What follows belongs to an exercise in optimizing a design on an open flow for small area and a short achievable clock period; a production flow would make more cautious choices. Function was checked by simulation only, so behaviour that the tests miss may differ from the original. No activity file was given, so power comes from the tool's default toggle rates.

==> flow/design.v <==
module mem_port_arbiter (
  input  logic        clk,
  input  logic        rst,
  input  logic        req_0_vld_in,
  input  logic [47:0] req_0_address_in,
  output logic        req_0_afull_out,
  input  logic        req_1_vld_in,
  input  logic [47:0] req_1_address_in,
  output logic        req_1_afull_out,
  input  logic        req_2_vld_in,
  input  logic [47:0] req_2_address_in,
  output logic        req_2_afull_out,
  input  logic        rsp_0_afull_in,
  output logic        rsp_0_write_en_out,
  output logic [63:0] rsp_0_data_out,
  input  logic        rsp_1_afull_in,
  output logic        rsp_1_write_en_out,
  output logic [63:0] rsp_1_data_out,
  input  logic        rsp_2_afull_in,
  output logic        rsp_2_write_en_out,
  output logic [63:0] rsp_2_data_out,
  input  logic        mem_rq_afull_in,
  output logic        mem_rq_vld_out,
  output logic [47:0] mem_rq_address_out,
  output logic        mem_rs_afull_out,
  input  logic        mem_rs_write_en_in,
  input  logic [63:0] mem_rs_data_in,
  output logic        idle_out,
  output logic        err_out
);
  localparam int NREQ = 3;
  localparam int AW   = 48;
  localparam int DW   = 64;
  localparam int IND  = 16;
  localparam int TAGD = 64;
  logic [NREQ-1:0] push_vld;
  logic [AW-1:0]   push_addr [NREQ];
  assign push_vld     = {req_2_vld_in, req_1_vld_in, req_0_vld_in};
  assign push_addr[0] = req_0_address_in;
  assign push_addr[1] = req_1_address_in;
  assign push_addr[2] = req_2_address_in;
  logic [AW-1:0] in_mem [NREQ][IND];
  logic [3:0]    in_wr_ptr [NREQ];
  logic [3:0]    in_rd_ptr [NREQ];
  logic [4:0]    in_cnt    [NREQ];
  logic [4:0]    in_cnt_nxt[NREQ];
  logic [NREQ-1:0] in_nonempty, in_full, push_ok, pop, req_afull;
  always_comb begin
    for (int r = 0; r < NREQ; r++) begin
      in_nonempty[r] = (in_cnt[r] != 5'd0);
      in_full[r]     = in_cnt[r][4];
      push_ok[r]     = push_vld[r] & ~in_full[r];
    end
  end
  logic [1:0] last_id;
  logic [1:0] cand;
  logic [NREQ-1:0] cand_oh;
  logic       any_nonempty;
  logic       grant_vld;
  logic [6:0] tag_cnt;
  logic       issue_ok;
  always_comb begin
    case (last_id)
      2'd0:    cand = in_nonempty[1] ? 2'd1 : (in_nonempty[2] ? 2'd2 : 2'd0);
      2'd1:    cand = in_nonempty[2] ? 2'd2 : (in_nonempty[0] ? 2'd0 : 2'd1);
      default: cand = in_nonempty[0] ? 2'd0 : (in_nonempty[1] ? 2'd1 : 2'd2);
    endcase
    for (int r = 0; r < NREQ; r++) cand_oh[r] = (cand == 2'(r));
  end
  assign any_nonempty = |in_nonempty;
  assign issue_ok     = ~mem_rq_afull_in & ~tag_cnt[6];
  assign grant_vld    = issue_ok & any_nonempty;
  always_comb begin
    for (int r = 0; r < NREQ; r++) begin
      pop[r]        = grant_vld & cand_oh[r];
      in_cnt_nxt[r] = in_cnt[r] + 5'(push_ok[r]) - 5'(pop[r]);
    end
  end
  always_ff @(posedge clk) begin
    for (int r = 0; r < NREQ; r++) begin
      for (int e = 0; e < IND; e++) begin
        if (push_ok[r] && in_wr_ptr[r] == 4'(e)) in_mem[r][e] <= push_addr[r];
      end
    end
  end
  always_ff @(posedge clk) begin
    if (rst) begin
      for (int r = 0; r < NREQ; r++) begin
        in_wr_ptr[r] <= '0;
        in_rd_ptr[r] <= '0;
        in_cnt[r]    <= '0;
      end
      req_afull <= '0;
    end else begin
      for (int r = 0; r < NREQ; r++) begin
        if (push_ok[r]) in_wr_ptr[r] <= in_wr_ptr[r] + 4'd1;
        if (pop[r])     in_rd_ptr[r] <= in_rd_ptr[r] + 4'd1;
        in_cnt[r]    <= in_cnt_nxt[r];
        req_afull[r] <= (in_cnt_nxt[r] >= 5'd12);
      end
    end
  end
  logic [AW-1:0] head [NREQ];
  logic [AW-1:0] pick;
  always_comb begin
    pick = '0;
    for (int r = 0; r < NREQ; r++) begin
      head[r] = '0;
      for (int e = 0; e < IND; e++) begin
        head[r] = head[r] | ({AW{in_rd_ptr[r] == 4'(e)}} & in_mem[r][e]);
      end
      pick = pick | ({AW{cand_oh[r]}} & head[r]);
    end
  end
  logic          rq_vld;
  logic [AW-1:0] rq_addr;
  always_ff @(posedge clk) begin
    rq_addr <= pick;
  end
  always_ff @(posedge clk) begin
    if (rst) begin
      rq_vld  <= 1'b0;
      last_id <= 2'd2;
    end else begin
      rq_vld <= grant_vld;
      if (grant_vld) last_id <= cand;
    end
  end
  logic [1:0] tag_mem [TAGD];
  logic [5:0] tag_wr_ptr, tag_rd_ptr;
  logic       tag_nonempty, tag_pop, rs_orphan;
  logic [1:0] tag_head;
  assign tag_nonempty = (tag_cnt != 7'd0);
  assign tag_pop      = mem_rs_write_en_in & tag_nonempty;
  assign rs_orphan    = mem_rs_write_en_in & ~tag_nonempty;
  assign tag_head     = tag_mem[tag_rd_ptr];
  always_ff @(posedge clk) begin
    if (grant_vld) tag_mem[tag_wr_ptr] <= cand;
  end
  always_ff @(posedge clk) begin
    if (rst) begin
      tag_wr_ptr <= '0;
      tag_rd_ptr <= '0;
      tag_cnt    <= '0;
    end else begin
      if (grant_vld) tag_wr_ptr <= tag_wr_ptr + 6'd1;
      if (tag_pop)   tag_rd_ptr <= tag_rd_ptr + 6'd1;
      tag_cnt <= tag_cnt + 7'(grant_vld) - 7'(tag_pop);
    end
  end
  logic [NREQ-1:0] rsp_we;
  logic [DW-1:0]   rsp_data;
  logic            err, rs_afull, idle;
  always_ff @(posedge clk) begin
    rsp_data <= mem_rs_data_in;
  end
  always_ff @(posedge clk) begin
    if (rst) begin
      rsp_we   <= '0;
      err      <= 1'b0;
      rs_afull <= 1'b0;
      idle     <= 1'b1;
    end else begin
      for (int r = 0; r < NREQ; r++) rsp_we[r] <= tag_pop & (tag_head == 2'(r));
      err      <= err | (|(push_vld & in_full)) | rs_orphan;
      rs_afull <= rsp_0_afull_in | rsp_1_afull_in | rsp_2_afull_in;
      idle     <= ~tag_nonempty & ~any_nonempty & ~(|push_vld);
    end
  end
  assign req_0_afull_out    = req_afull[0];
  assign req_1_afull_out    = req_afull[1];
  assign req_2_afull_out    = req_afull[2];
  assign rsp_0_write_en_out = rsp_we[0];
  assign rsp_1_write_en_out = rsp_we[1];
  assign rsp_2_write_en_out = rsp_we[2];
  assign rsp_0_data_out     = rsp_data;
  assign rsp_1_data_out     = rsp_data;
  assign rsp_2_data_out     = rsp_data;
  assign mem_rq_vld_out     = rq_vld;
  assign mem_rq_address_out = rq_addr;
  assign mem_rs_afull_out   = rs_afull;
  assign idle_out           = idle;
  assign err_out            = err;
endmodule
==> flow/run.sh <==
#!/bin/bash
# synth_recipe.tcl (not shown) runs the flow's synth.tcl, then flattens the netlist and writes it again
# the make line also repeats each setting of config.mk as NAME=value (left out here)
make -C /OpenROAD-flow-scripts/flow DESIGN_CONFIG=/design/flow/config.mk WORK_HOME=/design/flow/orfs CLKGATE_MAP_FILE= SYNTH_SCRIPT=/design/flow/synth_recipe.tcl finish
==> flow/config.mk <==
export PLATFORM = sky130hd
export DESIGN_NAME = mem_port_arbiter
export DESIGN_NICKNAME = mem_port_arbiter
export VERILOG_FILES = /design/flow/design.v
export SDC_FILE = /design/flow/constraint.sdc
export NUM_CORES = 4
export LEC_CHECK = 0
export CAP_MARGIN = 20
export CORE_MARGIN = 2
export CORE_UTILIZATION = 40
export SLEW_MARGIN = 20
==> flow/constraint.sdc <==
create_clock -name core_clock -period 6.0 [get_ports {clk}]
set_input_delay 1.2000 -clock core_clock [delete_from_list [all_inputs] [get_ports {clk}]]
set_output_delay 1.2000 -clock core_clock [all_outputs]
set_load 0.01 [all_outputs]
==> qor.yml, run 1 <==
cts:
  path_clk_slew_ns: 0.06
  cts_resized: 0
  cts_max_level: 5
  cts_setup_buffers: 0
  cts_num_sinks: 2620
  cts_tree: "done"
  cts_buffer_depth: 4
  clock_latency_ns: 0.96
  cts_hold_buffers: 0
  numCtsBuffers: 291
  ctsRootBufferMaster: "clkbuf_16"
yosys:
  yosysUniqueCellTypes: 79
  synth_nets: 6116
  synth-warning-count: 8
  async_reset_ff_share_pct: 0
  syn_area_sq_mm: 0.09886
  synth_area_per_cell_sq_um: 16.93
  synth_area_leaders: "edfxtp_1, dfxtp_1, a22oi_1"
  yosysTopAreaCell: "edfxtp_1"
  ys_ff_latch: 2620
  seq_area_frac_synth_pct: 77.68
  synth-edff-count: 2432
  synth.top_cell.area_share_pct: 73.87
  synth_top_flop_cell: "edfxtp_1"
  synthCells: 5841
placement:
  dp_hpwl_mm: 179.7
  post-place-cells: 9174
  portBuffers: 467
  place.gp.congestion: 0.8211
worst_setup_path:
  timing.rr.start: "in_cnt[1][2]"
  crit_type: "reg -> reg"
  arrival_ns: 4.75
  endpoint_kind: "register"
  required_ns: 6.72
  worstSetupStartpointType: "register"
  crit_start: "in_cnt[1][2]"
  cp_max_fo: 24
sta:
  fmax_ghz: 0.2476
  final.period_utilization_pct: 67.31
  hold_viol_final: 0
  finalSetupTns_ns: 0
  worstMarginPinSlew_ns: 1.265
  fin_crit_ns: 4.039
  setup_viol: 0
  clock_skew_ns: 0.09149
  slew_viol_final: 0
  slew_headroom_pct: 15.70
  grt_setup_unrepaired: "no"
run:
  cap_violations: 0
finish:
  fin_cells: 9690
  layout_commonest_cell: "edfxtp_1"
  fin_nets: 6523
  syn_to_final_growth_pct: 17.51
  mostFrequentLayoutCells: "edfxtp_1, clkdlybuf4s50_1, clkbuf_16"
  drive_above_1_share_pct: 12.41
grt:
  antenna_found_initial: 51
  grt_pass1_wl_mm: 429.4
  track_usage_pct: 23.77
  grt_max_degree: 92
  first_global_vias: 56690
  grt_overflow: 0
detailed_routing:
  drt-pass1-iter-count: 7
  post-route-drc-count: 0
  drt-initial-drc-count: 8947
  vias_per_cell: 6.110
  drt-total-wl_mm: 307.0
  antenna_left: 0
  wl_per_cell_um: 31.69
  vias: 59200
die:
  dieWidth_um: 501.1
  dieArea_sq_mm: 0.2511
  start_util_pct: 40.20
  core_sq_mm: 0.2459
  pin_count: 468
  die_h_um: 501.1
  rows: 182
outcome:
  status: "finished clean"
pwr:
  vdd_drop_max_v: 0.0003495
  power_density_mw_per_mm2: 408.9
  leakage_uw: 0.03651
hold_path:
  holdCritStartpoint: "tag_rd_ptr[5]"
  hp-class: "reg -> reg"
==> area by class of cell <==
type / instances / area [sq um]
multi-input cells: 2623 / 19690
repair buffers: 655 / 6439
fillers: 20550 / 129800
inverters: 57 / 215.2
flip-flops and latches: 2620 / 76820
diodes: 16 / 40.04
clock inverters: 123 / 1059
well taps: 3220 / 4029
clock buffers: 376 / 7878
==> logic make-up (layout without fill, tap and decap cells) <==
family,Yosys count,in the layout,synth area share [%]
buf+inv,598,1211,2.953
compound gates,1556,1556,11.78
fa+ha+maj,57,57,0.7518
simple gates,749,749,3.496
mux,218,218,2.960
xor+xnor,43,43,0.3809
flops,2620,2620,77.68
other cells,0,16,0
==> metal layers <==
layer	track usage (%)	vias to the layer above	part of all wire [%]
li1	-	24540	-
met1	32.35	30440	38
met2	37.29	3642	47
met3	5.338	540	11
met4	8.957	40	3.8
met5	0	-	0.086
==> through the flow <==
stage               power, uW  cell area [sq um]  utilization, %  hold slack (ns)  setup WS, ns
floorplan               26090              98860               -           0.4847        0.4395
global placement        30630             107200           43.58           0.5090         1.296
detailed placement      30720             107200           43.58           0.5098         1.255
CTS                     47600             116100           47.21           0.5348         1.919
global route            48830             116100           47.23           0.5711         1.615
finish                  47500             116200           47.24           0.5315         1.961
==> where the power goes <==
part	total (uW)	internal, uW	switching (uW)	leakage [uW]
combinational	8990	2920	6070	0.00861
clock	17000	9960	7050	0.00438
sequential	21500	20900	552	0.0235
total	47500	33800	13700	0.0365
==> synthesized netlist by cell type (7+ instances only) <==
master / number
o22ai_1: 26
o221ai_1: 30
edfxtp_1: 2432
nor2_1: 244
nand2b_1: 20
nand3_1: 88
buf_4: 135
or3_1: 10
buf_2: 114
mux2i_1: 100
a311oi_1: 16
xor2_1: 19
dfxtp_1: 188
a222oi_1: 208
ha_1: 53
mux2_2: 65
and3_1: 21
a221oi_1: 194
a211o_1: 7
a221o_1: 25
inv_1: 51
a22o_1: 116
nand2_1: 227
a21o_1: 9
o211ai_1: 20
xnor2_1: 24
clkbuf_1: 188
nand4_1: 13
and2_1: 19
a21oi_1: 264
buf_1: 99
nor2b_1: 45
a31oi_1: 58
o21ai_0: 171
mux4_2: 53
a211oi_1: 40
a32o_1: 10
o2111ai_1: 7
nor3_1: 27
a32oi_1: 20
a22oi_1: 289
a2111oi_0: 12
==> final timing paths <==
path                       end  slack, ns  cells after the start
setup / recovery  req_afull[0]       1.96                     16
hold / removal        register       0.53                      2
setup reg to reg  req_afull[0]       1.96                     16
hold reg to reg       register       0.53                      2
==> registers in the layout, indices dropped and copies added (netlist names), named ones only <==
| register | count |
|---|---|
| err | 1 |
| idle | 1 |
| in_cnt | 15 |
| in_mem | 2304 |
| in_rd_ptr | 12 |
| in_wr_ptr | 12 |
| last_id | 2 |
| req_afull | 3 |
| rq_addr | 48 |
| rq_vld | 1 |
| rs_afull | 1 |
| rsp_data | 64 |
| rsp_we | 3 |
| tag_cnt | 7 |
| tag_mem | 128 |
| tag_rd_ptr | 6 |
| tag_wr_ptr | 6 |
==> critical path, cell delays in order (launching register included) <==
cell and delay, ns:
dfxtp_1 0.32, inv_1 0.09, ha_1 0.16, nor4b_4 0.35, nor2_1 0.12, o31ai_4 0.29
clkinv_2 0.56, nor3_2 0.51, ha_1 0.20, inv_1 0.04, ha_1 0.20, fa_1 0.44
a21oi_1 0.15, nor2_1 0.05, nor2_1 0.14, xnor2_1 0.16, o21ai_0 0.09
==> run 2: changes to the inputs <==
--- a/flow/design.v
+++ b/flow/design.v
@@ -44,11 +44,8 @@
   logic [3:0]    in_rd_ptr [NREQ];
   logic [4:0]    in_cnt    [NREQ];
-  logic [4:0]    in_cnt_nxt[NREQ];
   logic [NREQ-1:0] in_nonempty, in_full, push_ok, pop, req_afull;
   always_comb begin
     for (int r = 0; r < NREQ; r++) begin
-      in_nonempty[r] = (in_cnt[r] != 5'd0);
-      in_full[r]     = in_cnt[r][4];
-      push_ok[r]     = push_vld[r] & ~in_full[r];
+      push_ok[r] = push_vld[r] & ~in_full[r];
     end
   end
@@ -58,5 +55,5 @@
   logic       any_nonempty;
   logic       grant_vld;
-  logic [6:0] tag_cnt;
+  logic       tag_full;
   logic       issue_ok;
   always_comb begin
@@ -69,11 +66,8 @@
   end
   assign any_nonempty = |in_nonempty;
-  assign issue_ok     = ~mem_rq_afull_in & ~tag_cnt[6];
+  assign issue_ok     = ~mem_rq_afull_in & ~tag_full;
   assign grant_vld    = issue_ok & any_nonempty;
   always_comb begin
-    for (int r = 0; r < NREQ; r++) begin
-      pop[r]        = grant_vld & cand_oh[r];
-      in_cnt_nxt[r] = in_cnt[r] + 5'(push_ok[r]) - 5'(pop[r]);
-    end
+    for (int r = 0; r < NREQ; r++) pop[r] = grant_vld & cand_oh[r];
   end
   always_ff @(posedge clk) begin
@@ -91,11 +85,24 @@
         in_cnt[r]    <= '0;
       end
-      req_afull <= '0;
+      in_nonempty <= '0;
+      in_full     <= '0;
+      req_afull   <= '0;
     end else begin
       for (int r = 0; r < NREQ; r++) begin
         if (push_ok[r]) in_wr_ptr[r] <= in_wr_ptr[r] + 4'd1;
         if (pop[r])     in_rd_ptr[r] <= in_rd_ptr[r] + 4'd1;
-        in_cnt[r]    <= in_cnt_nxt[r];
-        req_afull[r] <= (in_cnt_nxt[r] >= 5'd12);
+        if (push_ok[r] && !pop[r]) begin
+          in_cnt[r]      <= in_cnt[r] + 5'd1;
+          in_nonempty[r] <= 1'b1;
+          in_full[r]     <= (in_cnt[r] == 5'd15);
+          req_afull[r]   <= (in_cnt[r] >= 5'd11);
+        end else if (pop[r] && !push_ok[r]) begin
+          in_cnt[r]      <= in_cnt[r] - 5'd1;
+          in_nonempty[r] <= (in_cnt[r] != 5'd1);
+          in_full[r]     <= 1'b0;
+          req_afull[r]   <= (in_cnt[r] >= 5'd13);
+        end else begin
+          req_afull[r]   <= (in_cnt[r] >= 5'd12);
+        end
       end
     end
@@ -129,7 +136,7 @@
   logic [1:0] tag_mem [TAGD];
   logic [5:0] tag_wr_ptr, tag_rd_ptr;
+  logic [6:0] tag_cnt;
   logic       tag_nonempty, tag_pop, rs_orphan;
   logic [1:0] tag_head;
-  assign tag_nonempty = (tag_cnt != 7'd0);
   assign tag_pop      = mem_rs_write_en_in & tag_nonempty;
   assign rs_orphan    = mem_rs_write_en_in & ~tag_nonempty;
@@ -140,11 +147,21 @@
   always_ff @(posedge clk) begin
     if (rst) begin
-      tag_wr_ptr <= '0;
-      tag_rd_ptr <= '0;
-      tag_cnt    <= '0;
+      tag_wr_ptr   <= '0;
+      tag_rd_ptr   <= '0;
+      tag_cnt      <= '0;
+      tag_nonempty <= 1'b0;
+      tag_full     <= 1'b0;
     end else begin
       if (grant_vld) tag_wr_ptr <= tag_wr_ptr + 6'd1;
       if (tag_pop)   tag_rd_ptr <= tag_rd_ptr + 6'd1;
-      tag_cnt <= tag_cnt + 7'(grant_vld) - 7'(tag_pop);
+      if (grant_vld && !tag_pop) begin
+        tag_cnt      <= tag_cnt + 7'd1;
+        tag_nonempty <= 1'b1;
+        tag_full     <= (tag_cnt == 7'd63);
+      end else if (tag_pop && !grant_vld) begin
+        tag_cnt      <= tag_cnt - 7'd1;
+        tag_nonempty <= (tag_cnt != 7'd1);
+        tag_full     <= 1'b0;
+      end
     end
   end
==> run 2 against run 1 <==
Net effect:
- non-clock buffer count decreased by 10
- register-to-register slack better by 0.24 ns
- power down 12%
- clock power hardly changed
- core utilization down 0.068 points
- largest power group unchanged
==> qor.yml, run 2 <==
sta:
  slew_viol_final: 0
  hold_viol_final: 0
  clock_skew_ns: 0.06280
  fmax_ghz: 0.2635
  fin_crit_ns: 3.795
  worstMarginPinSlew_ns: 1.271
  finalSetupTns_ns: 0
  final.period_utilization_pct: 63.25
  slew_headroom_pct: 14.36
  grt_setup_unrepaired: "no"
  setup_viol: 0
  hold_ws_ns: 0.5013
grt:
  grt.met2_usage_pct: 36.20
  grt_pass1_wl_mm: 425.5
  first_global_vias: 57030
  grt_max_degree: 111
  track_usage_pct: 23.34
  grtUsageMet1_pct: 31.62
  antenna_found_initial: 58
  grt_util_met3_pct: 5.102
  busiest_layer: "met2"
  grt_overflow: 0
finish:
  finalInstanceArea_sq_mm: 0.1170
  reg.largest.list: "in_mem: 2304 flops, tag_mem: 128 flops, rsp_data: 64 flops"
  largest_reg_flops: 2304
  finish.utilization_pct: 47.17
  layout_commonest_cell: "edfxtp_1"
  top_register: "in_mem"
  syn_to_final_growth_pct: 17.48
  fin_nets: 6605
  mostFrequentLayoutCells: "edfxtp_1, clkdlybuf4s50_1, clkbuf_16"
  drive_above_1_share_pct: 12.26
hold_path:
  holdCritStartpoint: "tag_cnt[6]"
  hp-class: "reg -> reg"
yosys:
  yosysTopAreaCell: "edfxtp_1"
  yosysUniqueCellTypes: 80
  synth.top_cell.area_share_pct: 73.36
  synth_common_cells: "edfxtp_1, nand2_1, a22oi_1"
  synth_area_per_cell_sq_um: 16.71
  synth_top_flop_cell: "edfxtp_1"
  async_reset_ff_share_pct: 0
  synth-warning-count: 7
  synth_area_leaders: "edfxtp_1, dfxtp_1, a222oi_1"
  syn_area_sq_mm: 0.09956
  synth_nets: 6226
  synth_most_common_cell: "edfxtp_1"
  synth-edff-count: 2432
  synthCells: 5957
  ys_ff_latch: 2628
  seq_area_frac_synth_pct: 77.30
detailed_routing:
  drt-total-wl_mm: 302.4
  drt-pass1-iter-count: 9
  wl_per_cell_um: 30.56
  vias_per_cell: 6.006
  post-route-drc-count: 0
  drt-initial-drc-count: 7761
  vias: 59420
  antenna_left: 0
cts:
  cts_setup_buffers: 0
  clock_latency_ns: 0.95
  cts_num_sinks: 2628
  numCtsBuffers: 289
  ctsRootBufferMaster: "clkbuf_16"
  cts_hold_buffers: 0
  cts_resized: 0
  cts_buffer_depth: 4
  cts_max_level: 5
  path_clk_slew_ns: 0.06
  cts_tree: "done"
placement:
  dp_hpwl_mm: 174.3
  place.gp.congestion: 0.8304
  placed_cell_area_sq_mm: 0.1079
  portBuffers: 467
die:
  dieArea_sq_mm: 0.2529
  pin_count: 468
  core_sq_mm: 0.2480
  start_util_pct: 40.15
  die_h_um: 502.9
  rows: 183
  dieWidth_um: 502.9
worst_setup_path:
  endpoint_kind: "register"
  rrSetupSlack_ns: 2.21
  worstSetupStartpointType: "register"
  required_ns: 6.69
  crit_start: "in_rd_ptr[0][0]"
  cp_max_fo: 104
  arrival_ns: 4.49
  crit_type: "reg -> reg"
  timing.rr.start: "in_rd_ptr[0][0]"
pwr:
  leakage_uw: 0.03653
  vdd_drop_max_v: 0.0002086
  power_density_mw_per_mm2: 357.2
run:
  cap_violations: 0
outcome:
  status: "finished clean"
## run 2: path summary, 6_finish.rpt
kind | end | cells past startpoint
max | rq_addr[1] | 9
min | tag_cnt[6] | 2
max reg2reg | rq_addr[1] | 9
min reg2reg | tag_cnt[6] | 2
## run 2: routing by layer
layer  vias to the layer above  part of all wire (%)
li1                      24930                     -
met1                     30530                    39
met2                      3346                    46
met3                       576                    10
met4                        36                   4.5
met5                         -                 0.066
## run 2: power breakdown
group / internal, uW / total (uW) / switching (uW) / leakage, uW
Combinational: 1340 / 3860 / 2520 / 0.00853
Sequential: 20500 / 20800 / 339 / 0.0236
Clock: 10100 / 17100 / 7010 / 0.00439
Total: 31900 / 41800 / 9860 / 0.0365
## run 2: cells by family after synthesis
group	Yosys count	share of synthesized area, %
flip-flops	2628	77.30
adder cells (fa/ha/maj)	51	0.6410
AND/OR/NAND/NOR	826	3.767
AO/OA/AOI/OAI	1571	11.71
buffers and inverters	601	3.018
XOR/XNOR	42	0.3695
multiplexers	238	3.195
## run 2: stage by stage
step	power, uW	std cells	setup WS [ns]
floorplan	22820	5957	0.4145
global placement	25000	9374	1.470
detailed placement	25040	9374	1.455
CTS	42010	9869	2.288
global route	42950	9885	2.173
finish	41780	9894	2.205
## run 2: critical path: stages, from the launching register on
cell and delay, ns:
dfxtp_1 0.51, inv_1 0.18, ha_4 0.37, buf_12 0.31, a22oi_1 0.31, a21oi_1 0.13
a311oi_1 0.42, a21oi_1 0.07, a21oi_1 0.70, o221ai_1 0.39
## run 2: layout make-up
cell class / count / area, sq um
sequential: 2628 / 76980
clock inverter: 120 / 1106
inverter: 44 / 165.2
clock buffer: 375 / 7924
timing repair buffer: 645 / 6421
multi-input combinational: 2728 / 20140
fill: 20810 / 131000
tap: 3330 / 4167
antenna: 24 / 60.06

[static timing again, ports no longer ideal]
The results above use ideal ports. As a check the final layouts listed here were re-extracted and re-timed, cells and wires unchanged.
Step 1, drivers: a clkbuf_16 drives clk and a buf_2 each remaining input, both assumed.
Step 2 adds t to the input delays and takes it off the output delays; t is the mean of the earliest and latest rising clock arrival at the registers after step 1. Input paths then give back, and output paths get back, about the clock's delay inside the block.
Slacks: ideal ports / drivers / drivers and shift; pairs: ideal ports / drivers.
run	shift t [ns]	setup WS [ns]	worst register clock-pin slew, ns	worst slew at a driven data input, ns	pins driven straight from the clock port
run 1	1.002	1.961 / 1.961 / 1.175	0.07 / 0.07	0.23	1
run 2	1.010	2.205 / 2.205 / 1.494	0.07 / 0.07	0.22	1
After both steps setup and hold are still met in every run listed. For run 1, which loses most, drivers alone change the setup slack by 0.000 ns; drivers and shift together by -0.786 ns.
